Background: an optimization exercise with open tools, aiming at small area and few clock cycles per item. Do not read the settings as production practice. Function was checked by simulation only, so behaviour that the tests miss may differ from the original. Power is estimated from default activity; no workload was simulated.

==> design.v <==
`default_nettype none
module lj_pair_scheduler #(
  parameter int ADDR_W       = 12,
  parameter int NUM_W        = 16,
  parameter int PIPE_LATENCY = 24,
  parameter int RING_LEN     = 13,
  parameter int STRIDE       = 2,
  parameter int TAPS         = 2
) (
  input  logic              clock,
  input  logic              resetn,
  input  logic              start,
  input  logic [31:0]       ref_x,
  input  logic [31:0]       ref_y,
  input  logic [31:0]       ref_z,
  input  logic [ADDR_W-1:0] base_addr,
  input  logic [NUM_W-1:0]  num_neighbors,
  output logic              busy,
  output logic              done,
  output logic              nb_rd_en,
  output logic [ADDR_W-1:0] nb_rd_addr,
  input  logic [95:0]       nb_rd_data,
  output logic              pipe_ivalid,
  output logic              pipe_iready,
  output logic [31:0]       pipe_ref_x,
  output logic [31:0]       pipe_ref_y,
  output logic [31:0]       pipe_ref_z,
  output logic [31:0]       pipe_nb_x,
  output logic [31:0]       pipe_nb_y,
  output logic [31:0]       pipe_nb_z,
  input  logic              pipe_ovalid,
  input  logic [127:0]      pipe_force,
  output logic              force_valid,
  output logic [127:0]      force_data,
  output logic              force_last,
  input  logic              force_ready,
  output logic              err_unexpected
);
  localparam int L    = RING_LEN;
  localparam int CW   = $clog2(L + 1);
  localparam int GW   = $clog2(L);
  localparam int RTT  = PIPE_LATENCY + 1;
  localparam int HP0  = (L - (RTT % L)) % L;
  logic              run_q, done_q, iv_q, err_q, ov_q, olast_q;
  logic [CW-1:0]     cnt_q, avail_q;       
  logic [GW-1:0]     gap_q;                
  logic [L-1:0]      head_q;               
  logic [NUM_W-1:0]  rem_q;                
  logic [ADDR_W-1:0] addr_q;
  logic [95:0]       ref_q;
  logic [127:0]      ring_q [L];
  logic [127:0]      out_q;
  logic accept, have_work, inflight, arriving, pop, ofree, at_tap, load, empty_eff, iss;
  assign accept    = !run_q && !done_q && start;
  assign have_work = run_q && (rem_q != '0);
  assign inflight  = (cnt_q != avail_q);
  assign arriving  = pipe_ovalid && inflight;
  assign pop       = ov_q && force_ready;
  assign ofree     = !ov_q || pop;
  always_comb begin
    at_tap = head_q[L-1];
    for (int i = 0; i < TAPS - 1; i++) at_tap = at_tap || head_q[i];
  end
  assign load      = ofree && ((avail_q != '0) || arriving) && at_tap;
  assign empty_eff = (cnt_q == '0) || ((cnt_q == CW'(1)) && load);
  assign iss       = have_work &&
                     (empty_eff || ((gap_q == '0) && ((cnt_q != CW'(L)) || load)));
  always_ff @(posedge clock or negedge resetn) begin
    if (!resetn) begin
      run_q   <= 1'b0;
      done_q  <= 1'b0;
      iv_q    <= 1'b0;
      err_q   <= 1'b0;
      ov_q    <= 1'b0;
      cnt_q   <= '0;
      avail_q <= '0;
    end else begin
      run_q   <= (accept && (num_neighbors != '0)) || (run_q && !(pop && olast_q));
      done_q  <= (accept && (num_neighbors == '0)) || (run_q && pop && olast_q);
      iv_q    <= iss;
      err_q   <= err_q || (pipe_ovalid && !inflight);
      ov_q    <= load || (ov_q && !pop);
      cnt_q   <= cnt_q + CW'(iss) - CW'(load);
      avail_q <= avail_q + CW'(arriving) - CW'(load);
    end
  end
  always_ff @(posedge clock) begin
    if (iss)               gap_q <= GW'(STRIDE - 1);
    else if (gap_q == '0)  gap_q <= GW'(L - 1);
    else                   gap_q <= gap_q - GW'(1);
    if (iss && empty_eff)  head_q <= L'(1) << HP0;
    else if (!load)        head_q <= {head_q[L-2:0], head_q[L-1]};
    else                   head_q <= {head_q[STRIDE-2:0], head_q[L-1:STRIDE-1]};
    rem_q  <= accept ? num_neighbors : (rem_q - NUM_W'(iss));
    addr_q <= accept ? base_addr : (addr_q + ADDR_W'(iss));
    if (load) olast_q <= (rem_q == '0) && (cnt_q == CW'(1));
  end
  always_ff @(posedge clock) begin
    if (accept) ref_q <= {ref_z, ref_y, ref_x};
  end
  always_ff @(posedge clock) begin
    ring_q[0] <= arriving ? pipe_force : ring_q[L-1];
    for (int i = 1; i < L; i++) ring_q[i] <= ring_q[i-1];
  end
  logic [127:0] tap_d;
  always_comb begin
    tap_d = ({128{head_q[L-1] && arriving}} & pipe_force) |
            ({128{head_q[L-1] && !arriving}} & ring_q[L-1]);
    for (int i = 0; i < TAPS - 1; i++)
      tap_d = tap_d | ({128{head_q[i]}} & ring_q[i]);
  end
  always_ff @(posedge clock) begin
    if (load) out_q <= tap_d;
  end
  assign busy           = run_q;
  assign done           = done_q;
  assign nb_rd_en       = iss;
  assign nb_rd_addr     = addr_q;
  assign pipe_ivalid    = iv_q;
  assign pipe_iready    = 1'b1;
  assign {pipe_ref_z, pipe_ref_y, pipe_ref_x} = ref_q;
  assign {pipe_nb_z, pipe_nb_y, pipe_nb_x}    = nb_rd_data;
  assign force_valid    = ov_q;
  assign force_data     = out_q;
  assign force_last     = olast_q;
  assign err_unexpected = err_q;
endmodule
`default_nettype wire
==> run.sh <==
#!/bin/bash
# synth_recipe.tcl (not shown) runs the flow's synth.tcl, then flattens the netlist and writes it again
# the make line also repeats each setting of config.mk as NAME=value (left out here)
make -C /OpenROAD-flow-scripts/flow DESIGN_CONFIG=/design/flow/config.mk WORK_HOME=/design/flow/orfs CLKGATE_MAP_FILE= SYNTH_SCRIPT=/design/flow/synth_recipe.tcl finish
==> config.mk <==
export PLATFORM = sky130hd
export DESIGN_NAME = lj_pair_scheduler
export DESIGN_NICKNAME = lj_pair_scheduler
export VERILOG_FILES = /design/flow/design.v
export SDC_FILE = /design/flow/constraint.sdc
export NUM_CORES = 4
export LEC_CHECK = 0
export CAP_MARGIN = 20
export CORE_MARGIN = 2
export CORE_UTILIZATION = 45
export CTS_CLUSTER_DIAMETER = 80
export CTS_CLUSTER_SIZE = 25
export PLACE_DENSITY = 0.6
export SLEW_MARGIN = 20
==> constraint.sdc <==
create_clock -name core_clock -period 6.0 [get_ports {clock}]
set_input_delay 1.2000 -clock core_clock [delete_from_list [all_inputs] [get_ports {clock}]]
set_output_delay 1.2000 -clock core_clock [all_outputs]
set_load 0.01 [all_outputs]
==> results of run 1 <==
kinds of logic (layout without fill, tap and decap cells):
group / Yosys count / count (layout) / share of synthesized area
flip-flops: 1947 / 1947 / 0.890
XOR/XNOR: 31 / 31 / 0.00585
buffers and inverters: 191 / 684 / 0.0237
AND/OR/NAND/NOR: 511 / 511 / 0.0441
AO/OA/AOI/OAI: 178 / 178 / 0.0308
other: 1 / 3 / 0.0000809
adder cells (fa/ha/maj): 18 / 18 / 0.00518
cells in the mapped netlist, types with 4 or more instances:
cell      instances
o21ai_0          17
buf_2            16
o21ai_1           8
dfrtp_1          13
a21o_1            4
xnor2_1          17
inv_1            23
ha_1             16
clkbuf_1         50
nand2_1         434
buf_4            97
nor2_1           15
nand3_1          32
xor2_1           14
nor4_1            8
a22o_1          129
edfxtp_1        225
dfxtp_1        1709
a21oi_1           7
nor3_1            6
path summary, 6_finish.rpt:
check / depth (start not counted) / startpoint / slack (ps) / end
setup reg to reg: 13 / cnt_q[0] / 2430 / addr_q[8]
setup / recovery: 7 / pipe_ovalid / 1200 / nb_rd_en
max in group asynchronous: 1 / resetn / 4350 / cnt_q[1]
hold reg to reg: 0 / ring_q[2][35] / 320 / ring_q[3][35]
min in group asynchronous: 1 / resetn / 1070 / avail_q[3]
hold / removal: 0 / ring_q[2][35] / 320 / ring_q[3][35]
sequential cells by signal (all words and copies together) (netlist names):
name	count
head_q	13
cnt_q	4
iv_q	1
olast_q	1
ring_q	1664
addr_q	12
ref_q	96
err_q	1
gap_q	4
avail_q	4
out_q	128
run_q	1
rem_q	16
ov_q	1
done_q	1
power by group:
group / switching (uW) / internal (uW) / total, uW
clock network: 3780 / 2890 / 6670
logic: 1930 / 1680 / 3610
registers: 1480 / 17800 / 19300
total: 7190 / 22400 / 29500
placed cells by master (no fill, tap or decap), types with 3 or more instances in the layout:
cell type | netlist | final
a22o_1 | 129 | 129
buf_4 | 97 | 3
ha_1 | 16 | 16
nand2_1 | 434 | 434
a21o_1 | 4 | 4
a31oi_1 | 3 | 3
o21ai_1 | 8 | 8
nor3b_1 | 3 | 3
clkbuf_1 | 50 | 49
clkdlybuf4s50_1 | 0 | 499
nand3_1 | 32 | 32
inv_1 | 23 | 22
xor2_1 | 14 | 14
o21ai_0 | 17 | 17
inv_6 | 0 | 4
a21oi_1 | 7 | 7
dfxtp_1 | 1709 | 1707
nor3_1 | 6 | 6
buf_12 | 0 | 3
clkbuf_16 | 0 | 91
nor4_1 | 8 | 8
edfxtp_1 | 225 | 225
xnor2_1 | 17 | 17
nor2_1 | 15 | 15
dfrtp_1 | 13 | 13
per-stage QoR:
stage	hold WS, ps	setup slack [ps]	total power [uW]	instances	cell area, um^2
2_1_floorplan	310	1050	20800	2877	46400
3_3_place_gp	310	1230	23000	4586	52200
3_5_place_dp	312	1240	23200	4587	52200
4_1_cts	314	1230	29900	4738	54800
5_1_grt	319	1110	31000	4738	54800
6_report	316	1200	29500	4740	54800
final cells by class:
cell class                      instances  area (um^2)
Tap cell                             1368         1710
Inverter                               26          108
Clock inverter                         11          138
Sequential cell                      1947        41300
Multi-Input combinational cell        739         3990
Clock buffer                          140         2460
Timing Repair Buffer                  507         5120
Antenna cell                            2         5.00
Fill cell                            8314        47200
critical path, delay by kind of cell:
kind / cells / cell delay, ps
buf+inv: 4 / 1340
compound gates: 3 / 1040
routing by layer:
layer | global-route usage | vias to the layer above | routed length, um
li1 | - | 10100 | -
met1 | 0.214 | 9929 | 39100
met2 | 0.230 | 465 | 36000
met3 | 0.0309 | 130 | 3620
met4 | 0.0480 | 0 | 2080
met5 | 0 | - | 0
==> out/metrics.yaml, run 1 <==
synth:
  post_synth.cell_area_avg_um2: 16.1
  synth_largest_type_area_fraction: 0.738
  syn-instance-count: 2877
  synth.distinct_cells: 43
  synth_area_leader_cell: "dfxtp_1"
  netlist_area_um2: 46400
  ys_seq_area_frac: 0.890
  postSynth.asyncResetShare: 0.00668
  syn-num-nets: 3248
  seq_cells_post_synth: 1947
  yosys_warnings: 2
  synth_enable_flop_cells: 225
  synth_area_leaders: "dfxtp_1 74%, edfxtp_1 15%, nand2_1 3.5%"
  synth-main-ff-cell: "dfxtp_1"
worst_setup_path:
  crit_path_end_kind: "output port"
  worstPathMaxFanout: 13
  critical_path_arrival_ps: 3600
  worstPathCellList: "clkdlybuf4s50_1 > o41a_2 > o21ai_2 > inv_6 > o221ai_2 > inv_2 > clkdlybuf4s50_1"
  slowest_stage_cell_crit_path: "clkdlybuf4s50_1"
  critPathKind: "in2out"
  crit_required_ps: 4800
  timing.critical_path.slowest_cell_delay_ps: 600
  worst_setup_path_start_kind: "input pin"
  timing.critical_path.mode_cell: "clkdlybuf4s50_1"
pwr:
  leakage_uw: 0.0221
  ir_drop_v: 0.000387
  pwr_density_cell_nw_per_um2: 539
cts:
  tritoncts.num_buffers: 89
  ctsHoldBuffers: 0
  h-tree-depth: 3
  clock_latency_ps: 680
  cts.repair_timing.setup_buffer_count: 0
  clkSlewWorstSetupHoldPaths_ps: 90
  post_cts_resized: 0
  cts_tree: "built"
  clock-sinks: 1947
  cts_buffer_depth: 3
  cts.root.buffer_cell: "clkbuf_16"
floorplanning:
  rows: 117
  chipHeight_um: 325
  io-pin-count: 693
  die_area_um2: 106000
  initial_utilization: 0.455
  die_width_um: 325
  floorplan.core_area_um2: 102000
placement:
  place.gp.congestion: 0.895
  post-dp-hpwl_mm: 51.6
  portBuffers: 499
job:
  max_cap_viol_count: 0
finish:
  nets: 3681
  finish.utilization: 0.537
  layout-drive-gt1-share: 0.0359
  area_growth_pct: 18.2
drt:
  viasPerCell: 4.35
  number_of_design_rule_violations_left_by_the_first_detailed_router_iteration: 1174
  drtAntennaViolNets: 0
  dr_total_vias: 20600
  avgRoutedWirePerCell_um: 17.1
  drt_wl_total_mm: 80.8
  dr_drc_count: 0
  detail_route.first_pass.iterations: 5
timing:
  grt_setup_unrepaired: "false"
  final.min_clock_period_ps: 4800
  max_freq_mhz: 208
  worstMarginPinSlew_ps: 1140
  number_of_setup_violations_in_the_final_report: 0
  final.setup_skew_ps: 24.5
  final-hold-violation-count: 0
  fin_setup_tns_ps: 0
  report.final.slew_viol_count: 0
  timing.max_slew.rel_slack: 0.237
  fin_crit_sh: 0.800
hold_path:
  hp-class: "reg2reg"
grt:
  grtUsageTotal: 0.150
  antenna_found_initial: 6
  grt-ovfl-total: 0
  grt_pass1_wl_mm: 124
  via_count_of_the_first_global_routing_pass: 21000
  pin_count_of_the_biggest_net_entering_global_routing: 146
status:
  outcome: "finished clean"
Testbench counts, summed over its fixed seeds: cycles 42,605, items 18,420.
==> run 2, diff against run 1 <==
==> flow/run.sh (new file) <==
#!/bin/bash
# Own layout flow: the standard ORFS flow (standard.sh, all steps up to
# finish) with one change: buffer_ports, which gives every input and output
# port its own buffer during global placement, is told to use the smallest
# buffer cell (sky130_fd_sc_hd__buf_1) instead of choosing one itself. The
# resizer may still upsize any of them later. The make output goes to
# standard_flow.log here; each ORFS step also keeps its own log under orfs/logs.
set -euo pipefail
cd "$(dirname "${BASH_SOURCE[0]}")/.."
export BUFFER_PORTS_ARGS="-buffer_cell sky130_fd_sc_hd__buf_1"
bash standard.sh finish > standard_flow.log 2>&1
==> standard.sh (new file) <==
#!/bin/bash
# synth_recipe.tcl (not shown) runs the flow's synth.tcl, then flattens the netlist and writes it again
# the make line also repeats each setting of config.mk as NAME=value (left out here)
make -C /OpenROAD-flow-scripts/flow DESIGN_CONFIG=/design/flow/config.mk WORK_HOME=/design/flow/orfs CLKGATE_MAP_FILE= SYNTH_SCRIPT=/design/flow/synth_recipe.tcl "${@:-finish}"
removed: run.sh
==> out/metrics.yaml, run 2 <==
timing:
  worstMarginPinSlew_ps: 1070
  timing.max_slew.rel_slack: 0.283
  number_of_setup_violations_in_the_final_report: 0
  final.setup_skew_ps: 15.8
  grt_setup_unrepaired: "false"
  max_freq_mhz: 219
  fin_setup_tns_ps: 0
  fin_crit_sh: 0.762
  final-hold-violation-count: 0
  final.min_clock_period_ps: 4570
  fin_hold_ws_ps: 319
  report.final.slew_viol_count: 0
floorplanning:
  die_width_um: 325
  initial_utilization: 0.455
  io-pin-count: 693
  die_area_um2: 106000
  rows: 117
  chipHeight_um: 325
  floorplan.core_area_um2: 102000
worst_setup_path:
  timing.critical_path.slowest_cell_delay_ps: 530
  worstPathMaxFanout: 49
  slowest_stage_cell_crit_path: "o21ai_2"
  crit_path_end_kind: "output port"
  critical_path_arrival_ps: 3370
  critPathKind: "reg2out"
  kind_of_cell_adding_the_most_delay_to_the_critical_path: "compound AO/OA/AOI/OAI gates"
  critPathBufInv: 3
  crit_required_ps: 4800
  worst_setup_path_start_kind: "register"
  worstPathCellList: "xor2_1 > o41a_2 > o21ai_2 > inv_6 > o221ai_2 > inv_2 > buf_1"
pwr:
  reported_net_switching_power_uw: 7020
  p_sw_frac: 0.246
  p_clk_frac: 0.229
  share_comb_of_total_power: 0.098
  total_power_draw_uw: 28500
  leakage_uw: 0.0207
  ir_drop_v: 0.000318
  pwr_density_cell_nw_per_um2: 552
  power_frac_seq: 0.674
  internal_cell_power_uw: 21500
synth:
  synth_area_leader_cell: "dfxtp_1"
  synth_area_leaders: "dfxtp_1 74%, edfxtp_1 15%, nand2_1 3.5%"
  postSynth.asyncResetShare: 0.00668
  yosys_warnings: 2
  main_combinational_cell_family_by_area_after_synthesis: "simple AND/OR/NAND/NOR gates"
  syn-instance-count: 2877
  synth-main-ff-cell: "dfxtp_1"
  most_common_cell_in_the_netlist: "dfxtp_1"
  syn-num-nets: 3248
  synth_largest_type_area_fraction: 0.738
  seq_cells_post_synth: 1947
  synth.distinct_cells: 43
  synthXorXnorAreaFrac: 0.00585
  netlist_area_um2: 46400
  most_frequent_cells_after_synthesis: "1,709 x dfxtp_1, 434 x nand2_1, 225 x edfxtp_1, 129 x a22o_1, 97 x buf_4"
  ys_seq_area_frac: 0.890
  post_synth.cell_area_avg_um2: 16.1
  post_synth_adder_cell_area: 0.00518
  synth_compound_gate_area_share: 0.0308
  muxShareOfSynthArea: 0
  synth_simple_gate_area_share: 0.0441
  synth_enable_flop_cells: 225
placement:
  portBuffers: 499
  place.gp.congestion: 0.826
  numPlacedInstances: 4591
  post-dp-hpwl_mm: 49.0
grt:
  grt_pass1_wl_mm: 114
  via_count_of_the_first_global_routing_pass: 19500
  grt-ovfl-total: 0
  antenna_found_initial: 4
  pin_count_of_the_biggest_net_entering_global_routing: 99
  grtUsageTotal: 0.141
cts:
  ctsHoldBuffers: 0
  clock-sinks: 1947
  cts.root.buffer_cell: "clkbuf_16"
  cts_buffer_depth: 3
  h-tree-depth: 3
  clock_latency_ps: 670
  cts_tree: "built"
  clkSlewWorstSetupHoldPaths_ps: 90
  post_cts_resized: 0
  tritoncts.num_buffers: 88
  cts.repair_timing.setup_buffer_count: 0
finish:
  biggestRegsByFlops: "ring_q x1664, out_q x128, ref_q x96"
  instances_no_fill: 4740
  layout.cells.most_common: "dfxtp_1"
  area_growth_pct: 11.2
  nets: 3684
  mostFrequentLayoutCells: "1,707 x dfxtp_1, 498 x buf_1, 434 x nand2_1"
  finish.utilization: 0.506
  largest_reg_flops: 1664
  layout-drive-gt1-share: 0.0362
  regMostFlops: "ring_q"
drt:
  detail_route.first_pass.iterations: 5
  drt_wl_total_mm: 76.3
  avgRoutedWirePerCell_um: 16.1
  viasPerCell: 4.33
  number_of_design_rule_violations_left_by_the_first_detailed_router_iteration: 1288
  dr_drc_count: 0
  dr_total_vias: 20500
  drtAntennaViolNets: 0
hold_path:
  hp-class: "reg2reg"
status:
  outcome: "finished clean"
job:
  max_cap_viol_count: 0
## run 2: metal layers
| metal | global-route usage | up-vias | share of wire |
|---|---|---|---|
| met5 | 0.00272 | - | 0.00075 |
| met1 | 0.204 | 9812 | 0.49 |
| met4 | 0.0412 | 4 | 0.025 |
| li1 | - | 10100 | - |
| met3 | 0.0402 | 121 | 0.061 |
| met2 | 0.206 | 489 | 0.43 |
## run 2: path summary, 6_finish.rpt
| path | from | end | slack [ps] | depth (start not counted) |
|---|---|---|---|---|
| min in group asynchronous | resetn | err_q | 490 | 1 |
| max reg2reg | avail_q[1] | addr_q[8] | 2150 | 13 |
| min reg2reg | ring_q[9][124] | ring_q[10][124] | 320 | 0 |
| max | avail_q[1] | nb_rd_en | 1430 | 7 |
| min | ring_q[9][124] | ring_q[10][124] | 320 | 0 |
| max in group asynchronous | resetn | done_q | 5150 | 1 |
## run 2: cell families (layout without fill, tap and decap cells)
group	after synthesis	in the layout
AOI/OAI and AO/OA	178	178
xor gates and xnor gates	31	31
adders and majority gates	18	18
buffers and inverters	191	683
DFF	1947	1947
other	1	4
and+or+nand+nor	511	511
## run 2: area by class of cell
cell class	instances	area, um^2
timing repair buffer	511	1980
sequential	1947	41300
multi-input combinational	739	3990
clock inverter	8	72.6
fill	8706	50500
antenna	3	7.51
clock buffer	138	2410
tap	1368	1710
inverter	26	108
## run 2: per-stage QoR
step | setup slack, ps | area, um^2
2_1_floorplan | 1050 | 46400
3_3_place_gp | 1370 | 49100
3_5_place_dp | 1420 | 49100
4_1_cts | 1290 | 51600
5_1_grt | 1130 | 51600
6_report | 1430 | 51600
## run 2: power by group through the flow
stage	Combinational (uW)	Clock (uW)	Sequential, uW
2_1_floorplan	1560	0	19200
3_3_place_gp	2790	0	19400
3_5_place_dp	2840	0	19500
4_1_cts	2850	6760	19300
5_1_grt	3110	7220	19600
6_report	2780	6510	19200
## run 2: worst reg2reg max path, cell delays in order, from the launching register on
cell      delay (ps)
dfrtp_1          470
xor2_1           200
o41a_2           510
o21ai_2          530
inv_6            320
o221ai_2         340
inv_2            140
ha_1             240
ha_1             200
and3_1           220
and3_1           210
nand3_1          100
xor2_1           140
o21ai_0           80
==> run 3, diff against run 2 <==
--- a/config.mk
+++ b/config.mk
@@ -8,7 +8,7 @@
 export CAP_MARGIN = 20
 export CORE_MARGIN = 2
-export CORE_UTILIZATION = 45
-export CTS_CLUSTER_DIAMETER = 80
-export CTS_CLUSTER_SIZE = 25
-export PLACE_DENSITY = 0.6
+export CORE_UTILIZATION = 60
+export CTS_CLUSTER_DIAMETER = 90
+export CTS_CLUSTER_SIZE = 28
+export PLACE_DENSITY = 0.75
 export SLEW_MARGIN = 20
==> out/metrics.yaml, run 3 <==
status:
  outcome: "finished clean"
cts:
  cts.root.buffer_cell: "clkbuf_16"
  h-tree-depth: 3
  cts_buffer_depth: 3
  clock_latency_ps: 650
  clock-sinks: 1947
  tritoncts.num_buffers: 81
  ctsHoldBuffers: 0
  cts_tree: "built"
  clkSlewWorstSetupHoldPaths_ps: 110
  post_cts_resized: 0
  cts.repair_timing.setup_buffer_count: 0
timing:
  max_freq_mhz: 224
  number_of_setup_violations_in_the_final_report: 0
  report.final.slew_viol_count: 0
  finalWorstSetupSlack_ps: 1530
  final-hold-violation-count: 0
  timing.max_slew.rel_slack: 0.263
  final.setup_skew_ps: 31.9
  fin_hold_ws_ps: 317
  worstMarginPinSlew_ps: 1100
  fin_setup_tns_ps: 0
  fin_crit_sh: 0.745
  grt_setup_unrepaired: "false"
  final.min_clock_period_ps: 4470
finish:
  nets: 3675
  mostFrequentLayoutCells: "1,707 x dfxtp_1, 499 x buf_1, 434 x nand2_1"
  area_growth_pct: 9.94
  fillCellCount: 5201
  regMostFlops: "ring_q"
  layout-drive-gt1-share: 0.0337
  biggestRegsByFlops: "ring_q x1664, out_q x128, ref_q x96"
  multi_input_gate_area_in_the_final_layout_um2: 3990
  largest_reg_flops: 1664
  layout.cells.most_common: "dfxtp_1"
  layout.area.seq_um2: 41300
grt:
  via_count_of_the_first_global_routing_pass: 21200
  grt-ovfl-total: 0
  grt_pass1_wl_mm: 127
  grtUsageTotal: 0.215
  antenna_found_initial: 14
  pin_count_of_the_biggest_net_entering_global_routing: 83
floorplanning:
  die_area_um2: 79500
  rows: 101
  die_width_um: 282
  initial_utilization: 0.609
  chipHeight_um: 282
  io-pin-count: 693
  floorplan.core_area_um2: 76200
worst_setup_path:
  critPathKind: "reg2out"
  worst_setup_path_start_kind: "register"
  crit_path_end_kind: "output port"
  worstPathMaxFanout: 37
  crit_required_ps: 4800
  critical_path_arrival_ps: 3270
synth:
  synth-main-ff-cell: "dfxtp_1"
  syn-num-nets: 3248
  synth_area_leader_cell: "dfxtp_1"
  most_frequent_cells_after_synthesis: "1,709 x dfxtp_1, 434 x nand2_1, 225 x edfxtp_1, 129 x a22o_1, 97 x buf_4"
  synth_largest_type_area_fraction: 0.738
  netlist_area_um2: 46400
  seq_cells_post_synth: 1947
  synth_area_leaders: "dfxtp_1 74%, edfxtp_1 15%, nand2_1 3.5%"
  yosys_warnings: 2
  syn-instance-count: 2877
  postSynth.asyncResetShare: 0.00668
  synth.distinct_cells: 43
  post_synth.cell_area_avg_um2: 16.1
  most_common_cell_in_the_netlist: "dfxtp_1"
  ys_seq_area_frac: 0.890
  synth_enable_flop_cells: 225
placement:
  place_worst_setup_slack_ps: 1760
  post-dp-hpwl_mm: 58.8
  portBuffers: 499
  place.gp.congestion: 0.930
drt:
  number_of_design_rule_violations_left_by_the_first_detailed_router_iteration: 1366
  drtAntennaViolNets: 0
  dr_drc_count: 0
  viasPerCell: 4.85
  drt_wl_total_mm: 86.8
  avgRoutedWirePerCell_um: 19.8
  detail_route.first_pass.iterations: 7
  dr_total_vias: 21300
pwr:
  ir_drop_v: 0.000328
  leakage_uw: 0.0206
  pwr_density_cell_nw_per_um2: 558
job:
  max_cap_viol_count: 0
hold_path:
  hp-class: "reg2reg"
[run 3: cell count changes in the layout (fill, tap and decap cells not counted), sizes merged]
| cell | before | now |
|---|---|---|
| inv | 31 | 34 |
| buf | 510 | 509 |
| clkbuf | 139 | 124 |
[run 3: critical path: stages, from the launching register on]
cell	delay [ps]
dfrtp_1	470
xor2_1	210
o41a_2	500
o21ai_2	530
inv_6	280
o221ai_2	330
inv_2	130
buf_1	160
[run 3: layer usage]
| metal | global-route usage | part of all wire | up-vias |
|---|---|---|---|
| li1 | - | - | 10100 |
| met4 | 0.0573 | 0.023 | 12 |
| met3 | 0.0534 | 0.074 | 132 |
| met1 | 0.313 | 0.46 | 10400 |
| met2 | 0.322 | 0.44 | 712 |
| met5 | 0.00305 | 0.0012 | - |
[run 3: worst paths after layout]
check	start	to	slack, ps	depth (start not counted)
worst min-delay path	ring_q[3][9]	ring_q[4][9]	320	0
min in group asynchronous	resetn	avail_q[1]	590	1
worst min register to register	ring_q[3][9]	ring_q[4][9]	320	0
max in group asynchronous	resetn	iv_q	4920	1
worst max register to register	avail_q[1]	addr_q[8]	2200	13
worst max-delay path	avail_q[1]	nb_rd_en	1530	7
[run 3: area by class of cell]
class | instances | share of cell area
clock inverter | 11 | 0.00317
sequential | 1947 | 0.810
multi-input combinational | 739 | 0.0782
inverter | 26 | 0.00211
antenna | 3 | 0.000147
timing repair buffer | 509 | 0.0382
tap | 1030 | 0.0253
clock buffer | 124 | 0.0429
[run 3: kinds of logic after synthesis]
kind of cell / Yosys count / synth area share
other: 1 / 0.0000809
adder cells (fa/ha/maj): 18 / 0.00518
buffers and inverters: 191 / 0.0237
flip-flops: 1947 / 0.890
AO/OA/AOI/OAI: 178 / 0.0308
XOR/XNOR: 31 / 0.00585
AND/OR/NAND/NOR: 511 / 0.0441
[run 3: where the power goes]
group          internal, uW  switching, uW  leakage [uW]
clock                  2610           3700       0.00112
sequential            17800           1530        0.0166
combinational           877           1990       0.00282
total                 21300           7210        0.0206
[run 3: metrics by stage]
| stage | total power [uW] | cells | area, um^2 | utilization |
|---|---|---|---|---|
| 2_1_floorplan | 20800 | 2877 | 46400 | - |
| 5_1_grt | 29800 | 4386 | 51000 | 0.669 |
| 6_report | 28500 | 4389 | 51000 | 0.669 |
| 3_5_place_dp | 22500 | 4251 | 48600 | 0.638 |
| 4_1_cts | 28700 | 4386 | 51000 | 0.669 |
| 3_3_place_gp | 22100 | 4251 | 48600 | 0.638 |
==> run 4, diff against run 3 <==
--- a/config.mk
+++ b/config.mk
@@ -8,7 +8,7 @@
 export CAP_MARGIN = 20
 export CORE_MARGIN = 2
-export CORE_UTILIZATION = 60
+export CORE_UTILIZATION = 70
 export CTS_CLUSTER_DIAMETER = 90
 export CTS_CLUSTER_SIZE = 28
-export PLACE_DENSITY = 0.75
+export PLACE_DENSITY = 0.85
 export SLEW_MARGIN = 20
==> out/metrics.yaml, run 4 <==
status:
  outcome: "finished clean"
job:
  max_cap_viol_count: 0
synth:
  synth_area_leader_cell: "dfxtp_1"
  synth_largest_type_area_fraction: 0.738
  most_common_cell_in_the_netlist: "dfxtp_1"
  synth_area_leaders: "dfxtp_1 74%, edfxtp_1 15%, nand2_1 3.5%"
  synth-main-ff-cell: "dfxtp_1"
  post_synth.cell_area_avg_um2: 16.1
  most_frequent_cells_after_synthesis: "1,709 x dfxtp_1, 434 x nand2_1, 225 x edfxtp_1, 129 x a22o_1, 97 x buf_4"
  postSynth.asyncResetShare: 0.00668
  syn-instance-count: 2877
  ys_seq_area_frac: 0.890
  seq_cells_post_synth: 1947
  netlist_area_um2: 46400
  synth_enable_flop_cells: 225
  synth.distinct_cells: 43
  syn-num-nets: 3248
  yosys_warnings: 2
timing:
  final.setup_skew_ps: 30.8
  worstMarginPinSlew_ps: 1030
  fin_setup_tns_ps: 0
  grt_setup_unrepaired: "false"
  number_of_setup_violations_in_the_final_report: 0
  fin_crit_sh: 0.750
  report.final.slew_viol_count: 0
  final.min_clock_period_ps: 4500
  final-hold-violation-count: 0
  timing.max_slew.rel_slack: 0.310
  max_freq_mhz: 222
finish:
  regMostFlops: "ring_q"
  layout.cells.most_common: "dfxtp_1"
  fillCellCount: 3456
  finish.utilization: 0.773
  layout-drive-gt1-share: 0.0325
  largest_reg_flops: 1664
  area_growth_pct: 9.36
  biggestRegsByFlops: "ring_q x1664, out_q x128, ref_q x96"
  mostFrequentLayoutCells: "1,707 x dfxtp_1, 499 x buf_1, 434 x nand2_1"
  stdcell_area_um2: 50700
  nets: 3674
pwr:
  pwr_density_cell_nw_per_um2: 568
  share_comb_of_total_power: 0.103
  reported_net_switching_power_uw: 7590
  power_frac_seq: 0.679
  ir_drop_v: 0.000502
  p_sw_frac: 0.264
  leakage_uw: 0.0205
  p_clk_frac: 0.218
  internal_cell_power_uw: 21200
worst_setup_path:
  r2r_end: "addr_q[8]"
  crit_end: "nb_rd_en"
  critPathLaunch: "avail_q[1]"
  worstPathCellList: "xor2_1 > o41a_2 > o21ai_2 > inv_6 > o221ai_2 > inv_2 > buf_1"
  timing.critical_path.slowest_cell_delay_ps: 530
  regToRegStartpoint: "avail_q[1]"
  worst_setup_path_start_kind: "register"
  crit_path_end_kind: "output port"
  r2r_setup_slack_ps: 2090
  critical_path_arrival_ps: 3300
  kind_of_cell_adding_the_most_delay_to_the_critical_path: "compound AO/OA/AOI/OAI gates"
  crit_required_ps: 4800
  critPathKind: "reg2out"
  slowest_stage_cell_crit_path: "o21ai_2"
  worstPathMaxFanout: 50
  critPathBufInv: 3
  ff2ff_path_depth: 13
  worst-path-stages: 7
floorplanning:
  io-pin-count: 693
  floorplan.core_area_um2: 65600
  die_area_um2: 68300
  rows: 94
  die_width_um: 261
  initial_utilization: 0.707
  chipHeight_um: 261
drt:
  number_of_design_rule_violations_left_by_the_first_detailed_router_iteration: 1810
  detail_route.first_pass.iterations: 6
  viasPerCell: 5.18
  avgRoutedWirePerCell_um: 22.2
  drtAntennaViolNets: 0
  dr_drc_count: 0
  drt_wl_total_mm: 93.7
  dr_total_vias: 21900
cts:
  clkSlewWorstSetupHoldPaths_ps: 100
  clock_latency_ps: 670
  post_cts_resized: 0
  cts.repair_timing.setup_buffer_count: 0
  h-tree-depth: 3
  tritoncts.num_buffers: 79
  ctsHoldBuffers: 0
  cts_tree: "built"
  cts.root.buffer_cell: "clkbuf_16"
  cts_buffer_depth: 3
  clock-sinks: 1947
placement:
  post_place_cell_area_um2: 48400
  place.gp.congestion: 0.923
  post-dp-hpwl_mm: 56.6
  portBuffers: 499
grt:
  grt_pass1_wl_mm: 133
  antenna_found_initial: 11
  pin_count_of_the_biggest_net_entering_global_routing: 97
  grtUsageTotal: 0.262
  grt-ovfl-total: 0
  via_count_of_the_first_global_routing_pass: 22100
hold_path:
  hp-class: "reg2reg"
==> run 4: worst register-to-register path, cell delays in order (launching register included) <==
cell,delay [ps]
dfrtp_1,470
xor2_1,200
o41a_2,500
o21ai_2,530
inv_6,330
o221ai_2,330
inv_2,140
ha_1,270
ha_1,220
and3_1,220
and3_1,220
nand3_1,110
xor2_1,140
o21ai_0,90
==> run 4: cell type report <==
type	instances	area (um^2)	area share
Antenna cell	6	15.0	0.000296
Inverter	26	108	0.00212
Tap cell	864	1080	0.0213
Clock inverter	8	104	0.00205
Clock buffer	119	2130	0.0419
Sequential cell	1947	41300	0.814
Timing Repair Buffer	510	2000	0.0394
Multi-Input combinational cell	739	3990	0.0786
==> run 4: worst min-delay path by stage <==
stage,from,to,slack [ps],depth (start not counted)
after floorplan,ring_q[9][0],ring_q[10][0],310,0
after global placement,ring_q[3][78],ring_q[4][78],310,0
after detailed placement,ring_q[11][104],ring_q[12][104],310,0
after CTS,ring_q[6][118],ring_q[7][118],320,0
after global routing,ring_q[3][54],ring_q[4][54],320,0
final,ring_q[6][118],ring_q[7][118],320,0
==> run 4: power by group through the flow <==
stage | combinational, uW | clock [uW] | sequential, uW
after floorplan | 1560 | 0 | 19200
after global placement | 2690 | 0 | 19300
after detailed placement | 2850 | 0 | 19600
after CTS | 2930 | 6320 | 19500
after global routing | 3210 | 6770 | 19900
final | 2970 | 6270 | 19600
==> run 4: logic make-up (layout without fill, tap and decap cells) <==
| family | after synthesis | after routing | share of synthesized area |
|---|---|---|---|
| simple gates | 511 | 511 | 0.0441 |
| other cells | 1 | 7 | 0.0000809 |
| fa+ha+maj | 18 | 18 | 0.00518 |
| xor+xnor | 31 | 31 | 0.00585 |
| buf+inv | 191 | 663 | 0.0237 |
| compound gates | 178 | 178 | 0.0308 |
| flops | 1947 | 1947 | 0.890 |
==> run 4: routing by layer <==
| metal | vias to the layer above | track usage | share of wire |
|---|---|---|---|
| met5 | - | 0 | 0.00039 |
| met4 | 6 | 0.0818 | 0.027 |
| met3 | 173 | 0.0609 | 0.078 |
| met2 | 937 | 0.424 | 0.48 |
| met1 | 10700 | 0.358 | 0.41 |
| li1 | 10000 | - | - |
==> run 4: stage by stage <==
step | hold slack, ps | instances | power [uW] | setup WS (ps)
floorplan | 310 | 2877 | 20800 | 1050
global placement | 310 | 4084 | 22000 | 1750
detailed placement | 312 | 4084 | 22500 | 1730
CTS | 324 | 4211 | 28800 | 1450
global route | 325 | 4213 | 29900 | 1220
finish | 321 | 4219 | 28800 | 1500
==> run 5, diff against run 4 <==
--- a/design.v
+++ b/design.v
@@ -99,18 +99,19 @@
     if (accept) ref_q <= {ref_z, ref_y, ref_x};
   end
+  logic [127:0] ring_in;
+  assign ring_in = arriving ? pipe_force : ring_q[L-1];
   always_ff @(posedge clock) begin
-    ring_q[0] <= arriving ? pipe_force : ring_q[L-1];
+    ring_q[0] <= ring_in;
     for (int i = 1; i < L; i++) ring_q[i] <= ring_q[i-1];
   end
-  logic [127:0] tap_d;
+  logic [127:0] out_d;
   always_comb begin
-    tap_d = ({128{head_q[L-1] && arriving}} & pipe_force) |
-            ({128{head_q[L-1] && !arriving}} & ring_q[L-1]);
+    out_d = ({128{load && head_q[L-1] && arriving}} & pipe_force) |
+            ({128{load && head_q[L-1] && !arriving}} & ring_q[L-1]) |
+            ({128{!load}} & out_q);
     for (int i = 0; i < TAPS - 1; i++)
-      tap_d = tap_d | ({128{head_q[i]}} & ring_q[i]);
+      out_d = out_d | ({128{load && head_q[i]}} & ring_q[i]);
   end
-  always_ff @(posedge clock) begin
-    if (load) out_q <= tap_d;
-  end
+  always_ff @(posedge clock) out_q <= out_d;
   assign busy           = run_q;
   assign done           = done_q;
--- a/config.mk
+++ b/config.mk
@@ -8,7 +8,7 @@
 export CAP_MARGIN = 20
 export CORE_MARGIN = 2
-export CORE_UTILIZATION = 70
+export CORE_UTILIZATION = 60
 export CTS_CLUSTER_DIAMETER = 90
 export CTS_CLUSTER_SIZE = 28
-export PLACE_DENSITY = 0.85
+export PLACE_DENSITY = 0.75
 export SLEW_MARGIN = 20
==> out/metrics.yaml, run 5 <==
pwr:
  leakage_uw: 0.0208
  ir_drop_v: 0.000355
  total_power_draw_uw: 29700
  pwr_density_cell_nw_per_um2: 585
hold_path:
  hp-class: "reg2reg"
drt:
  drtAntennaViolNets: 0
  avgRoutedWirePerCell_um: 18.3
  dr_drc_count: 0
  dr_total_vias: 21700
  drt_wl_total_mm: 82.0
  number_of_design_rule_violations_left_by_the_first_detailed_router_iteration: 1095
  viasPerCell: 4.85
  detail_route.first_pass.iterations: 5
timing:
  grt_setup_unrepaired: "false"
  number_of_setup_violations_in_the_final_report: 0
  max_freq_mhz: 268
  report.final.slew_viol_count: 0
  final-hold-violation-count: 0
  worstMarginPinSlew_ps: 1170
  timing.max_slew.rel_slack: 0.219
  fin_setup_tns_ps: 0
  final.setup_skew_ps: 31.9
  fin_crit_sh: 0.622
  final.min_clock_period_ps: 3730
floorplanning:
  io-pin-count: 693
  rows: 101
  initial_utilization: 0.608
  floorplan.core_area_um2: 76200
  die_width_um: 282
  chipHeight_um: 282
  die_area_um2: 79400
finish:
  nets: 3794
  diodes: 0
  biggestRegsByFlops: "ring_q x1664, out_q x128, ref_q x96"
  layout.cells.most_common: "dfxtp_1"
  fillCellCount: 5313
  area_growth_pct: 9.49
  mostFrequentLayoutCells: "1,836 x dfxtp_1, 499 x buf_1, 424 x nand2_1"
  regMostFlops: "ring_q"
  layout-drive-gt1-share: 0.0666
  largest_reg_flops: 1664
cts:
  tritoncts.num_buffers: 79
  cts.root.buffer_cell: "clkbuf_16"
  cts_buffer_depth: 3
  clkSlewWorstSetupHoldPaths_ps: 100
  cts_tree: "built"
  h-tree-depth: 3
  ctsHoldBuffers: 0
  cts.repair_timing.setup_buffer_count: 0
  post_cts_resized: 0
  clock_latency_ps: 660
  clock-sinks: 1947
grt:
  grtUsageTotal: 0.202
  grt-ovfl-total: 0
  via_count_of_the_first_global_routing_pass: 20600
  grt_pass1_wl_mm: 121
  pin_count_of_the_biggest_net_entering_global_routing: 98
  antenna_found_initial: 4
synth:
  post_synth.cell_area_avg_um2: 15.4
  synth_area_leader_cell: "dfxtp_1"
  synth-main-ff-cell: "dfxtp_1"
  yosys_warnings: 2
  seq_cells_post_synth: 1947
  synth.distinct_cells: 48
  synth_enable_flop_cells: 97
  syn-instance-count: 3016
  most_common_cell_in_the_netlist: "dfxtp_1"
  synth_largest_type_area_fraction: 0.794
  most_frequent_cells_after_synthesis: "1,837 x dfxtp_1, 424 x nand2_1, 137 x a22o_1, 118 x a31o_2, 99 x buf_4"
  postSynth.asyncResetShare: 0.00668
  ys_seq_area_frac: 0.864
  synth_area_leaders: "dfxtp_1 79%, edfxtp_1 6.3%, nand2_1 3.4%"
  syn-num-nets: 3387
  netlist_area_um2: 46300
placement:
  portBuffers: 499
  place.gp.congestion: 0.998
  post-dp-hpwl_mm: 53.3
worst_setup_path:
  kind_of_cell_adding_the_most_delay_to_the_critical_path: "simple AND/OR/NAND/NOR gates"
  timing.critical_path.slowest_cell_delay_ps: 660
  worst_setup_path_start_kind: "register"
  crit_path_end_kind: "output port"
  critPathKind: "reg2out"
  critical_path_arrival_ps: 2530
  worstPathMaxFanout: 8
  critPathBufInv: 2
  slowest_stage_cell_crit_path: "nor3_1"
  worstPathCellList: "nor3_1 > nand3_1 > o221ai_1 > a31oi_1 > buf_4 > buf_1"
  crit_required_ps: 4800
job:
  max_cap_viol_count: 0
status:
  outcome: "finished clean"
[run 5: changes by cell type in the layout (fill, tap and decap cells not counted), moves of 8 or more]
cell,delta
a31o_1,+9
nand3_1,-21
nand2_1,-10
a31o_2,+118
clkbuf_1,-28
o21ai_1,-8
edfxtp_1,-128
dfxtp_1,+129
o21ai_0,+10
a22o_1,+8
[run 5: cells by family (layout without fill, tap and decap cells)]
family / count (synthesis) / after routing / synth area share
buffers and inverters: 215 / 640 / 0.0261
other: 1 / 1 / 0.0000810
adder cells (fa/ha/maj): 18 / 18 / 0.00519
AND/OR/NAND/NOR: 481 / 481 / 0.0411
AO/OA/AOI/OAI: 321 / 321 / 0.0575
flip-flops: 1947 / 1947 / 0.864
XOR/XNOR: 33 / 33 / 0.00624
[run 5: path summary, 6_finish.rpt]
kind / startpoint / end / slack (ps) / depth (start not counted)
max: rem_q[7] / nb_rd_en / 2270 / 6
min: ring_q[7][16] / ring_q[8][16] / 310 / 0
max reg2reg: cnt_q[0] / out_q[51] / 2610 / 8
min reg2reg: ring_q[7][16] / ring_q[8][16] / 310 / 0
max in group asynchronous: resetn / avail_q[2] / 4840 / 1
min in group asynchronous: resetn / ov_q / 620 / 1
[run 5: power breakdown]
part           switching, uW  internal, uW
clock                   3590          2460
combinational           2580          1710
sequential              1530         17800
[run 5: stage by stage]
stage	area [um^2]	hold WS, ps	cells	util	worst slack, ps
CTS	50700	317	4470	0.665	2290
finish	50700	314	4471	0.666	2270
global placement	48500	309	4371	0.637	1910
floorplan	46300	310	3016	-	1240
global route	50700	328	4471	0.666	2060
detailed placement	48500	312	4371	0.637	1880
[run 5: final cells by class]
type | count | area (um^2) | share of cell area
clock inverter | 7 | 118 | 0.00232
sequential | 1947 | 40000 | 0.789
clock buffer | 92 | 2040 | 0.0401
timing repair buffer | 514 | 2020 | 0.0398
multi-input combinational | 854 | 5140 | 0.101
inverter | 27 | 106 | 0.00210
tap | 1030 | 1290 | 0.0254
[run 5: layer usage]
layer	vias up	global-route usage	part of all wire
met2	627	0.302	0.44
met3	127	0.0524	0.068
met4	6	0.0629	0.026
met5	-	0	0.00050
li1	10500	-	-
met1	10400	0.290	0.47
Testbench counts of run 5, summed over its fixed seeds: cycles 42,605, items 18,420.
==> run 6, diff against run 5 <==
--- a/design.v
+++ b/design.v
@@ -6,5 +6,5 @@
   parameter int RING_LEN     = 13,
   parameter int STRIDE       = 2,
-  parameter int TAPS         = 2
+  parameter int TAPS         = 3
 ) (
   input  logic              clock,
@@ -40,7 +40,7 @@
   localparam int CW   = $clog2(L + 1);
   localparam int GW   = $clog2(L);
-  localparam int RTT  = PIPE_LATENCY + 1;
+  localparam int RTT  = PIPE_LATENCY;
   localparam int HP0  = (L - (RTT % L)) % L;
-  logic              run_q, done_q, iv_q, err_q, ov_q, olast_q;
+  logic              run_q, done_q, pend_q, err_q, ov_q, olast_q;
   logic [CW-1:0]     cnt_q, avail_q;       
   logic [GW-1:0]     gap_q;                
@@ -51,7 +51,6 @@
   logic [127:0]      ring_q [L];
   logic [127:0]      out_q;
-  logic accept, have_work, inflight, arriving, pop, ofree, at_tap, load, empty_eff, iss;
+  logic accept, rd, inflight, arriving, pop, ofree, at_tap, load, empty_eff, iss;
   assign accept    = !run_q && !done_q && start;
-  assign have_work = run_q && (rem_q != '0);
   assign inflight  = (cnt_q != avail_q);
   assign arriving  = pipe_ovalid && inflight;
@@ -64,11 +63,12 @@
   assign load      = ofree && ((avail_q != '0) || arriving) && at_tap;
   assign empty_eff = (cnt_q == '0) || ((cnt_q == CW'(1)) && load);
-  assign iss       = have_work &&
+  assign iss       = pend_q &&
                      (empty_eff || ((gap_q == '0) && ((cnt_q != CW'(L)) || load)));
+  assign rd        = run_q && (rem_q != '0) && (!pend_q || iss);
   always_ff @(posedge clock or negedge resetn) begin
     if (!resetn) begin
       run_q   <= 1'b0;
       done_q  <= 1'b0;
-      iv_q    <= 1'b0;
+      pend_q  <= 1'b0;
       err_q   <= 1'b0;
       ov_q    <= 1'b0;
@@ -78,5 +78,5 @@
       run_q   <= (accept && (num_neighbors != '0)) || (run_q && !(pop && olast_q));
       done_q  <= (accept && (num_neighbors == '0)) || (run_q && pop && olast_q);
-      iv_q    <= iss;
+      pend_q  <= rd || (pend_q && !iss);
       err_q   <= err_q || (pipe_ovalid && !inflight);
       ov_q    <= load || (ov_q && !pop);
@@ -92,7 +92,7 @@
     else if (!load)        head_q <= {head_q[L-2:0], head_q[L-1]};
     else                   head_q <= {head_q[STRIDE-2:0], head_q[L-1:STRIDE-1]};
-    rem_q  <= accept ? num_neighbors : (rem_q - NUM_W'(iss));
-    addr_q <= accept ? base_addr : (addr_q + ADDR_W'(iss));
-    if (load) olast_q <= (rem_q == '0) && (cnt_q == CW'(1));
+    rem_q  <= accept ? num_neighbors : (rem_q - NUM_W'(rd));
+    addr_q <= accept ? base_addr : (addr_q + ADDR_W'(rd));
+    if (load) olast_q <= (rem_q == '0) && !pend_q && (cnt_q == CW'(1));
   end
   always_ff @(posedge clock) begin
@@ -116,7 +116,7 @@
   assign busy           = run_q;
   assign done           = done_q;
-  assign nb_rd_en       = iss;
+  assign nb_rd_en       = rd;
   assign nb_rd_addr     = addr_q;
-  assign pipe_ivalid    = iv_q;
+  assign pipe_ivalid    = iss;
   assign pipe_iready    = 1'b1;
   assign {pipe_ref_z, pipe_ref_y, pipe_ref_x} = ref_q;
==> out/metrics.yaml, run 6 <==
cts:
  cts.root.buffer_cell: "clkbuf_16"
  clock_latency_ps: 650
  post_cts_resized: 0
  clock-sinks: 1947
  cts.repair_timing.setup_buffer_count: 0
  cts_buffer_depth: 3
  h-tree-depth: 3
  tritoncts.num_buffers: 79
  clkSlewWorstSetupHoldPaths_ps: 100
  ctsHoldBuffers: 0
  cts_tree: "built"
synth:
  synth_enable_flop_cells: 97
  seq_cells_post_synth: 1947
  synth_largest_type_area_fraction: 0.785
  most_frequent_cells_after_synthesis: "1,837 x dfxtp_1, 299 x nand2_1, 134 x o21ai_1, 130 x and2_1, 128 x a222oi_1"
  post_synth.cell_area_avg_um2: 14.9
  synth_area_leaders: "dfxtp_1 78%, edfxtp_1 6.2%, a222oi_1 2.7%"
  synth_area_leader_cell: "dfxtp_1"
  ys_seq_area_frac: 0.854
  synth.distinct_cells: 51
  syn-num-nets: 3520
  syn-instance-count: 3149
  netlist_area_um2: 46900
  synth-main-ff-cell: "dfxtp_1"
  most_common_cell_in_the_netlist: "dfxtp_1"
  yosys_warnings: 2
  postSynth.asyncResetShare: 0.00668
drt:
  number_of_design_rule_violations_left_by_the_first_detailed_router_iteration: 1768
  detail_route.first_pass.iterations: 8
  dr_drc_count: 0
  avgRoutedWirePerCell_um: 18.4
  viasPerCell: 4.90
  drt_wl_total_mm: 85.0
  dr_total_vias: 22600
  drtAntennaViolNets: 0
pwr:
  reported_net_switching_power_uw: 5050
  power_frac_seq: 0.702
  leakage_uw: 0.0207
  pwr_density_cell_nw_per_um2: 462
  p_clk_frac: 0.258
  share_comb_of_total_power: 0.040
  ir_drop_v: 0.000290
  p_sw_frac: 0.214
  internal_cell_power_uw: 18600
floorplanning:
  initial_utilization: 0.606
  die_area_um2: 80400
  rows: 102
  floorplan.core_area_um2: 77300
  die_width_um: 284
  chipHeight_um: 284
  io-pin-count: 693
worst_setup_path:
  critPathKind: "reg2out"
  worstPathMaxFanout: 50
  regToRegStartpoint: "cnt_q[0]"
  crit_path_end_kind: "output port"
  r2r_end: "out_q[85]"
  worst_setup_path_start_kind: "register"
  crit_required_ps: 4800
  critical_path_arrival_ps: 3090
  r2r_setup_slack_ps: 2320
  ff2ff_path_depth: 9
grt:
  grtUsageTotal: 0.206
  grt_pass1_wl_mm: 127
  via_count_of_the_first_global_routing_pass: 21600
  antenna_found_initial: 8
  pin_count_of_the_biggest_net_entering_global_routing: 146
  grt-ovfl-total: 0
timing:
  grt_setup_unrepaired: "false"
  final.setup_skew_ps: 27.9
  report.final.slew_viol_count: 0
  max_freq_mhz: 233
  final.min_clock_period_ps: 4290
  fin_crit_sh: 0.716
  number_of_setup_violations_in_the_final_report: 0
  finalWorstSetupSlack_ps: 1710
  final-hold-violation-count: 0
  fin_setup_tns_ps: 0
  timing.max_slew.rel_slack: 0.241
  worstMarginPinSlew_ps: 1140
finish:
  instances_no_fill: 4613
  largest_reg_flops: 1664
  biggestRegsByFlops: "ring_q x1664, out_q x128, ref_q x96"
  multi_input_gate_area_in_the_final_layout_um2: 5160
  layout.area.seq_um2: 40000
  layout-drive-gt1-share: 0.0627
  fillCellCount: 5540
  nets: 3924
  area_growth_pct: 9.28
  mostFrequentLayoutCells: "1,837 x dfxtp_1, 499 x buf_1, 299 x nand2_1"
  regMostFlops: "ring_q"
  layout.cells.most_common: "dfxtp_1"
  stdcell_area_um2: 51200
placement:
  place_worst_setup_slack_ps: 1730
  post_place_cell_area_um2: 49000
  numPlacedInstances: 4512
  portBuffers: 499
  post-dp-hpwl_mm: 55.2
  place.gp.congestion: 0.992
hold_path:
  hp-class: "reg2reg"
  worstHoldEndpoint: "ring_q[12][25]"
  hold_start: "ring_q[11][25]"
  worstHoldPathCells: 0
status:
  outcome: "finished clean"
job:
  max_cap_viol_count: 0
## run 6: cell types whose count changed in the layout (fill, tap and decap cells not counted), sizes merged, moves of 126 or more
cell,before,now
inv,28,156
a22o,137,10
a222oi,0,128
and2,3,130
o21ai,27,157
a31o,127,1
## run 6: worst max-delay path by stage
stage / startpoint / to / slack [ps] / depth (start not counted)
after floorplan: start / ref_q[0] / 1200 / 3
after global placement: force_ready / rem_q[13] / 1780 / 12
after detailed placement: force_ready / rem_q[11] / 1730 / 12
after CTS: cnt_q[0] / nb_rd_en / 1620 / 7
after global routing: cnt_q[0] / nb_rd_en / 1540 / 7
final: cnt_q[0] / nb_rd_en / 1710 / 7
## run 6: logic make-up (layout without fill, tap and decap cells)
family	after synthesis	after routing	share of synthesized area
compound gates	320	320	0.0498
xor+xnor	32	32	0.00598
fa+ha+maj	18	18	0.00513
buf+inv	342	764	0.0368
flops	1947	1947	0.854
other cells	1	3	0.0000800
simple gates	489	489	0.0486
## run 6: layout make-up
class,count,share of cell area
antenna,2,0.0000977
tap,1040,0.0254
clock buffer,91,0.0405
clock inverter,8,0.00198
inverter,154,0.0114
sequential,1947,0.781
timing repair buffer,511,0.0388
multi-input combinational,860,0.101
## run 6: per-layer routing
| layer | global-route usage | up-vias | part of all wire |
|---|---|---|---|
| met2 | 0.304 | 741 | 0.43 |
| met5 | 0.00238 | - | 0.00016 |
| met3 | 0.0541 | 112 | 0.077 |
| met1 | 0.303 | 10800 | 0.47 |
| met4 | 0.0582 | 2 | 0.022 |
| li1 | - | 10900 | - |
## run 6: power groups by stage
stage | combinational (uW) | clock [uW] | sequential (uW)
after floorplan | 675 | 0 | 16500
after global placement | 931 | 0 | 16700
after detailed placement | 957 | 0 | 16900
after CTS | 966 | 6270 | 16600
after global routing | 1080 | 6730 | 16900
final | 957 | 6090 | 16600
## run 6: worst max-delay path: stages (launching register included)
cell and delay [ps]:
dfrtp_1 500, xor2_1 220, o41a_4 520, inv_4 60, a21o_4 500, nand4_1 200
and3b_1 260, buf_1 170
## run 6: stage by stage
step / hold WS [ps] / util / total power [uW]
floorplan: 310 / - / 17200
global placement: 310 / 0.634 / 17700
detailed placement: 312 / 0.634 / 17800
CTS: 315 / 0.662 / 23900
global route: 328 / 0.662 / 24700
finish: 305 / 0.662 / 23600
Testbench counts of run 6, summed over its fixed seeds: cycles 42,133, items 18,420.
==> run 7, diff against run 6 <==
--- a/design.v
+++ b/design.v
@@ -107,7 +107,5 @@
   logic [127:0] out_d;
   always_comb begin
-    out_d = ({128{load && head_q[L-1] && arriving}} & pipe_force) |
-            ({128{load && head_q[L-1] && !arriving}} & ring_q[L-1]) |
-            ({128{!load}} & out_q);
+    out_d = ({128{load && head_q[L-1]}} & ring_in) | ({128{!load}} & out_q);
     for (int i = 0; i < TAPS - 1; i++)
       out_d = out_d | ({128{load && head_q[i]}} & ring_q[i]);
==> out/metrics.yaml, run 7 <==
timing:
  report.final.slew_viol_count: 0
  max_freq_mhz: 210
  fin_hold_ws_ps: 319
  fin_setup_tns_ps: 0
  final.min_clock_period_ps: 4770
  worstMarginPinSlew_ps: 1070
  fin_crit_sh: 0.795
  grt_setup_unrepaired: "false"
  final-hold-violation-count: 0
  final.setup_skew_ps: 26.3
  number_of_setup_violations_in_the_final_report: 0
  timing.max_slew.rel_slack: 0.290
worst_setup_path:
  ff2ff_path_depth: 12
  crit_path_end_kind: "output port"
  worstPathMaxFanout: 69
  worstPathCellList: "xor2_1 > o41a_4 > inv_4 > a21o_4 > nand4_1 > and3b_1 > buf_1"
  crit_required_ps: 4800
  slowest_stage_cell_crit_path: "a21o_4"
  timing.critical_path.slowest_cell_delay_ps: 750
  critPathKind: "reg2out"
  worst_setup_path_start_kind: "register"
  critical_path_arrival_ps: 3570
job:
  max_cap_viol_count: 0
grt:
  grtUsageTotal: 0.205
  via_count_of_the_first_global_routing_pass: 22100
  grt-ovfl-total: 0
  pin_count_of_the_biggest_net_entering_global_routing: 87
  antenna_found_initial: 8
  grt_pass1_wl_mm: 127
drt:
  drt_wl_total_mm: 84.0
  drtAntennaViolNets: 0
  viasPerCell: 4.92
  dr_drc_count: 0
  avgRoutedWirePerCell_um: 18.2
  number_of_design_rule_violations_left_by_the_first_detailed_router_iteration: 1595
  dr_total_vias: 22800
  detail_route.first_pass.iterations: 7
cts:
  cts_tree: "built"
  h-tree-depth: 3
  clock-sinks: 1947
  clkSlewWorstSetupHoldPaths_ps: 100
  cts.repair_timing.setup_buffer_count: 0
  ctsHoldBuffers: 0
  clock_latency_ps: 650
  post_cts_resized: 0
  cts.root.buffer_cell: "clkbuf_16"
  cts_buffer_depth: 3
  tritoncts.num_buffers: 79
synth:
  synth_area_leader_cell: "dfxtp_1"
  netlist_area_um2: 46800
  ys_seq_area_frac: 0.855
  syn-instance-count: 3147
  synth_area_leaders: "dfxtp_1 79%, edfxtp_1 6.2%, a222oi_1 2.7%"
  most_frequent_cells_after_synthesis: "1,837 x dfxtp_1, 300 x nand2_1, 151 x inv_1, 130 x and2_1, 129 x o21ai_0"
  syn-num-nets: 3518
  synth-main-ff-cell: "dfxtp_1"
  postSynth.asyncResetShare: 0.00668
  most_common_cell_in_the_netlist: "dfxtp_1"
  synth.distinct_cells: 47
  synth_largest_type_area_fraction: 0.786
  post_synth.cell_area_avg_um2: 14.9
  synth_enable_flop_cells: 97
  seq_cells_post_synth: 1947
  yosys_warnings: 2
finish:
  finish.utilization: 0.662
  layout-drive-gt1-share: 0.0316
  fillCellCount: 5484
  nets: 3925
  area_growth_pct: 9.38
  layout.area.seq_um2: 40000
  multi_input_gate_area_in_the_final_layout_um2: 5140
  biggestRegsByFlops: "ring_q x1664, out_q x128, ref_q x96"
  instances_no_fill: 4622
  largest_reg_flops: 1664
  mostFrequentLayoutCells: "1,837 x dfxtp_1, 499 x buf_1, 300 x nand2_1"
  regMostFlops: "ring_q"
  layout.cells.most_common: "dfxtp_1"
pwr:
  pwr_density_cell_nw_per_um2: 460
  leakage_uw: 0.0208
  ir_drop_v: 0.000348
  total_power_draw_uw: 23500
placement:
  numPlacedInstances: 4513
  place.gp.congestion: 0.923
  portBuffers: 499
  post-dp-hpwl_mm: 54.2
hold_path:
  worstHoldPathCells: 0
  hp-class: "reg2reg"
floorplanning:
  chipHeight_um: 283
  io-pin-count: 693
  rows: 102
  die_area_um2: 80300
  floorplan.core_area_um2: 77300
  initial_utilization: 0.605
  die_width_um: 283
status:
  outcome: "finished clean"
run 7: cell count changes in the layout (fill, tap and decap cells not counted), moves of 5 or more:
cell / previous run / this run
clkbuf_1: 9 / 15
diode_2: 2 / 7
inv_1: 40 / 150
inv_2: 112 / 2
o21ai_0: 23 / 129
o21ai_1: 134 / 29
run 7: cells by family (layout without fill, tap and decap cells):
group | count (synthesis) | in the layout | share of synthesized area
AOI/OAI and AO/OA | 320 | 320 | 0.0495
xor gates and xnor gates | 32 | 32 | 0.00599
adders and majority gates | 18 | 18 | 0.00513
buffers and inverters | 341 | 769 | 0.0363
DFF | 1947 | 1947 | 0.855
other | 1 | 8 | 0.0000801
and+or+nand+nor | 488 | 488 | 0.0482
run 7: report_power, final:
| part | total [uW] | switching (uW) | internal (uW) |
|---|---|---|---|
| clock | 6060 | 3580 | 2480 |
| sequential | 16600 | 828 | 15700 |
| combinational | 904 | 569 | 335 |
run 7: through the flow:
stage	setup slack, ps	instance area (um^2)
final	1230	51200
after global routing	938	51200
after CTS	1100	51200
after detailed placement	1630	49000
after global placement	1650	49000
after floorplan	1210	46800
run 7: layer usage:
metal	part of all wire	global-route usage
met1	0.45	0.284
met4	0.027	0.0733
met5	0.0016	0.00833
met3	0.075	0.0519
met2	0.45	0.313
run 7: path summary, 6_finish.rpt:
| kind | start | to | slack, ps |
|---|---|---|---|
| setup / recovery | cnt_q[0] | nb_rd_en | 1230 |
| hold / removal | ring_q[3][100] | ring_q[4][100] | 320 |
| setup reg to reg | cnt_q[0] | addr_q[7] | 2100 |
| hold reg to reg | ring_q[3][100] | ring_q[4][100] | 320 |
| max in group asynchronous | resetn | cnt_q[1] | 4930 |
| min in group asynchronous | resetn | cnt_q[2] | 590 |
run 7: worst max-delay path, delay by kind of cell, from the launching register on:
family / cells / cell delay [ps]
xor+xnor: 1 / 220
compound gates: 2 / 1340
simple gates: 2 / 470
buf+inv: 2 / 400
flops: 1 / 480
run 7: layout make-up:
type,instances,area share
clock buffers,95,0.0402
inverters,154,0.0114
flip-flops and latches,1947,0.781
repair buffers,513,0.0389
well taps,1040,0.0254
diodes,7,0.000342
clock inverters,7,0.00200
multi-input cells,859,0.100
Testbench counts of run 7, summed over its fixed seeds: cycles 42,133, items 18,420.
==> run 8, diff against run 7 <==
--- a/design.v
+++ b/design.v
@@ -100,5 +100,7 @@
   end
   logic [127:0] ring_in;
-  assign ring_in = arriving ? pipe_force : ring_q[L-1];
+  lj_pair_scheduler_mux2 u_ring_in (
+    .sel(arriving), .a(pipe_force), .b(ring_q[L-1]), .y(ring_in)
+  );
   always_ff @(posedge clock) begin
     ring_q[0] <= ring_in;
@@ -106,9 +108,11 @@
   end
   logic [127:0] out_d;
-  always_comb begin
-    out_d = ({128{load && head_q[L-1]}} & ring_in) | ({128{!load}} & out_q);
-    for (int i = 0; i < TAPS - 1; i++)
-      out_d = out_d | ({128{load && head_q[i]}} & ring_q[i]);
-  end
+  lj_pair_scheduler_ao4 u_out_d (
+    .s0(load && head_q[L-1]), .d0(ring_in),
+    .s1(load && head_q[0]),   .d1(ring_q[0]),
+    .s2(load && head_q[1]),   .d2(ring_q[1]),
+    .s3(!load),               .d3(out_q),
+    .y(out_d)
+  );
   always_ff @(posedge clock) out_q <= out_d;
   assign busy           = run_q;
@@ -125,3 +129,18 @@
   assign err_unexpected = err_q;
 endmodule
+module lj_pair_scheduler_mux2 (
+  input  logic         sel,
+  input  logic [127:0] a,
+  input  logic [127:0] b,
+  output logic [127:0] y
+);
+  assign y = sel ? a : b;
+endmodule
+module lj_pair_scheduler_ao4 (
+  input  logic         s0, s1, s2, s3,
+  input  logic [127:0] d0, d1, d2, d3,
+  output logic [127:0] y
+);
+  assign y = ({128{s0}} & d0) | ({128{s1}} & d1) | ({128{s2}} & d2) | ({128{s3}} & d3);
+endmodule
 `default_nettype wire
--- a/config.mk
+++ b/config.mk
@@ -13,2 +13,4 @@
 export PLACE_DENSITY = 0.75
 export SLEW_MARGIN = 20
+export SYNTH_HIERARCHICAL = 1
+export SYNTH_MINIMUM_KEEP_SIZE = 0
==> out/metrics.yaml, run 8 <==
worst_setup_path:
  slowest_stage_cell_crit_path: "nor3_1"
  ff2ff_path_depth: 12
  timing.critical_path.slowest_cell_delay_ps: 450
  critPathKind: "reg2out"
  regToRegStartpoint: "cnt_q[2]"
  crit_path_end_kind: "output port"
  r2r_end: "rem_q[10]"
  worstPathMaxFanout: 5
  worst_setup_path_start_kind: "register"
  critical_path_arrival_ps: 2870
cts:
  ctsHoldBuffers: 0
  post_cts_resized: 0
  cts_buffer_depth: 3
  clkSlewWorstSetupHoldPaths_ps: 120
  clock_latency_ps: 680
  h-tree-depth: 3
  cts_tree: "built"
  clock-sinks: 1947
grt:
  grt_most_used_layer: "met2"
  grt-ovfl-total: 0
  via_count_of_the_first_global_routing_pass: 22100
  globalRouteMet2Util: 0.389
  met1_track_utilization_from_global_routing: 0.326
  grtUsageTotal: 0.240
  grt_pass1_wl_mm: 144
hold_path:
  hp-class: "reg2reg"
  worstHoldPathCells: 0
finish:
  area_growth_pct: 8.64
  biggestRegsByFlops: "ring_q x1664, out_q x128, ref_q x96"
  largest_reg_flops: 1664
  regMostFlops: "ring_q"
  layout.cells.most_common: "dfxtp_1"
  layout-drive-gt1-share: 0.0763
  nets: 3668
timing:
  fin_crit_sh: 0.679
  final-hold-violation-count: 0
  max_freq_mhz: 246
  report.final.slew_viol_count: 0
  grt_setup_unrepaired: "false"
  worstMarginPinSlew_ps: 1060
  timing.max_slew.rel_slack: 0.297
  final.min_clock_period_ps: 4070
synth:
  synth-main-ff-cell: "dfxtp_1"
  yosys_warnings: 9
  netlist_area_um2: 47000
  syn-instance-count: 2882
  synth_enable_flop_cells: 97
  most_frequent_cells_after_synthesis: "1,837 x dfxtp_1, 247 x a22oi_1, 167 x nand2_1, 128 x mux2_2, 101 x buf_4"
  synth.distinct_cells: 59
  seq_cells_post_synth: 1947
  post_synth.cell_area_avg_um2: 16.3
  synth_largest_type_area_fraction: 0.782
floorplanning:
  rows: 102
  die_width_um: 284
  die_area_um2: 80600
  io-pin-count: 693
  floorplan.core_area_um2: 77500
  initial_utilization: 0.607
placement:
  numPlacedInstances: 4255
  portBuffers: 499
  place.gp.congestion: 0.960
drt:
  detail_route.first_pass.iterations: 5
  drtAntennaViolNets: 0
  drt_wl_total_mm: 97.8
  dr_drc_count: 0
  number_of_design_rule_violations_left_by_the_first_detailed_router_iteration: 1223
  avgRoutedWirePerCell_um: 22.4
pwr:
  ir_drop_v: 0.000342
  pwr_density_cell_nw_per_um2: 543
job:
  max_cap_viol_count: 0
status:
  outcome: "finished clean"
-- run 8: worst max-delay path, delay by kind of cell (launching register included) --
family / cells / cell delay (ps)
and+or+nand+nor: 3 / 960
DFF: 1 / 430
buffers and inverters: 2 / 360
AOI/OAI and AO/OA: 1 / 270
adders and majority gates: 1 / 180
-- run 8: per-stage QoR --
stage	hold slack [ps]	setup slack [ps]	util	area (um^2)
6_report	307	1930	0.659	51100
5_1_grt	312	1680	0.659	51100
4_1_cts	307	1880	0.659	51100
3_5_place_dp	312	1700	0.631	48900
3_3_place_gp	310	1690	0.631	48900
2_1_floorplan	310	1110	-	47000
-- run 8: cells by family (layout without fill, tap and decap cells) --
family	count (synthesis)	count (layout)	synth area share
AND/OR/NAND/NOR	231	231	0.0222
multiplexers	128	128	0.0307
AO/OA/AOI/OAI	324	324	0.0523
buffers and inverters	202	637	0.0328
other	1	3	0.0000798
flip-flops	1947	1947	0.851
adder cells (fa/ha/maj)	18	18	0.00511
XOR/XNOR	31	31	0.00578
-- run 8: worst max-delay path by stage --
stage / startpoint / end / slack [ps] / depth (start not counted)
2_1_floorplan: start / ref_q[0] / 1110 / 4
3_3_place_gp: pipe_ovalid / rem_q[10] / 1690 / 10
3_5_place_dp: pipe_ovalid / rem_q[10] / 1700 / 10
4_1_cts: cnt_q[2] / nb_rd_en / 1880 / 7
5_1_grt: cnt_q[2] / nb_rd_en / 1680 / 7
6_report: cnt_q[2] / nb_rd_en / 1930 / 7
-- run 8: area by class of cell --
cell class	instances	area (um^2)
Sequential cell	1947	40000
Fill cell	5377	26400
Multi-Input combinational cell	733	5460
Clock buffer	92	2050
Timing Repair Buffer	510	1970
Tap cell	1040	1300
Clock inverter	10	173
Inverter	25	104
Antenna cell	2	5.00
-- run 8: modules after synthesis, one instance, submodules excluded --
module                  area, um^2  cells inside  times used  flops+latches
lj_pair_scheduler_mux2        1620           142           1              0
lj_pair_scheduler_ao4         2950           440           1              0
lj_pair_scheduler            42400          2300           1           1947
-- run 8: where the power goes --
part	leakage [uW]	switching, uW	internal, uW
sequential	0.0165	1520	17200
combinational	0.00294	1770	1050
clock	0.00108	3720	2510
total	0.0205	7000	20700
-- run 8: metal layers --
| metal | up-vias | part of all wire |
|---|---|---|
| li1 | 10300 | - |
| met1 | 10700 | 0.45 |
| met2 | 582 | 0.47 |
| met3 | 172 | 0.052 |
| met4 | 0 | 0.030 |
| met5 | - | 0 |
Testbench counts of run 8, summed over its fixed seeds: cycles 42,133, items 18,420.

==> static timing again, ports no longer ideal <==
No port has a modelled driver above. Below, the same layouts with a new extraction and two added sets of constraints. Step 1, drivers: a clkbuf_16 drives clock and a buf_2 each remaining input, both assumed. Step 2, shift: input delay + t, output delay - t, t = (earliest + latest rising clock arrival at the registers) / 2. This alone moves slack from input paths to output paths. a / b / c = no drivers / after step 1 / after step 2; a / b = the first two.
run	t, ns	slack for setup (ns)
run 1	0.728	1.200 / 1.168 / 1.168
run 2	0.726	1.427 / 1.358 / 1.438
run 3	0.700	1.530 / 1.466 / 1.766
run 4	0.716	1.502 / 1.439 / 1.738
run 5	0.708	2.269 / 2.202 / 1.892
run 6	0.705	1.705 / 1.639 / 1.756
run 7	0.705	1.233 / 1.166 / 1.647
run 8	0.724	1.929 / 1.860 / 1.666
After both steps every run listed still meets setup and hold.
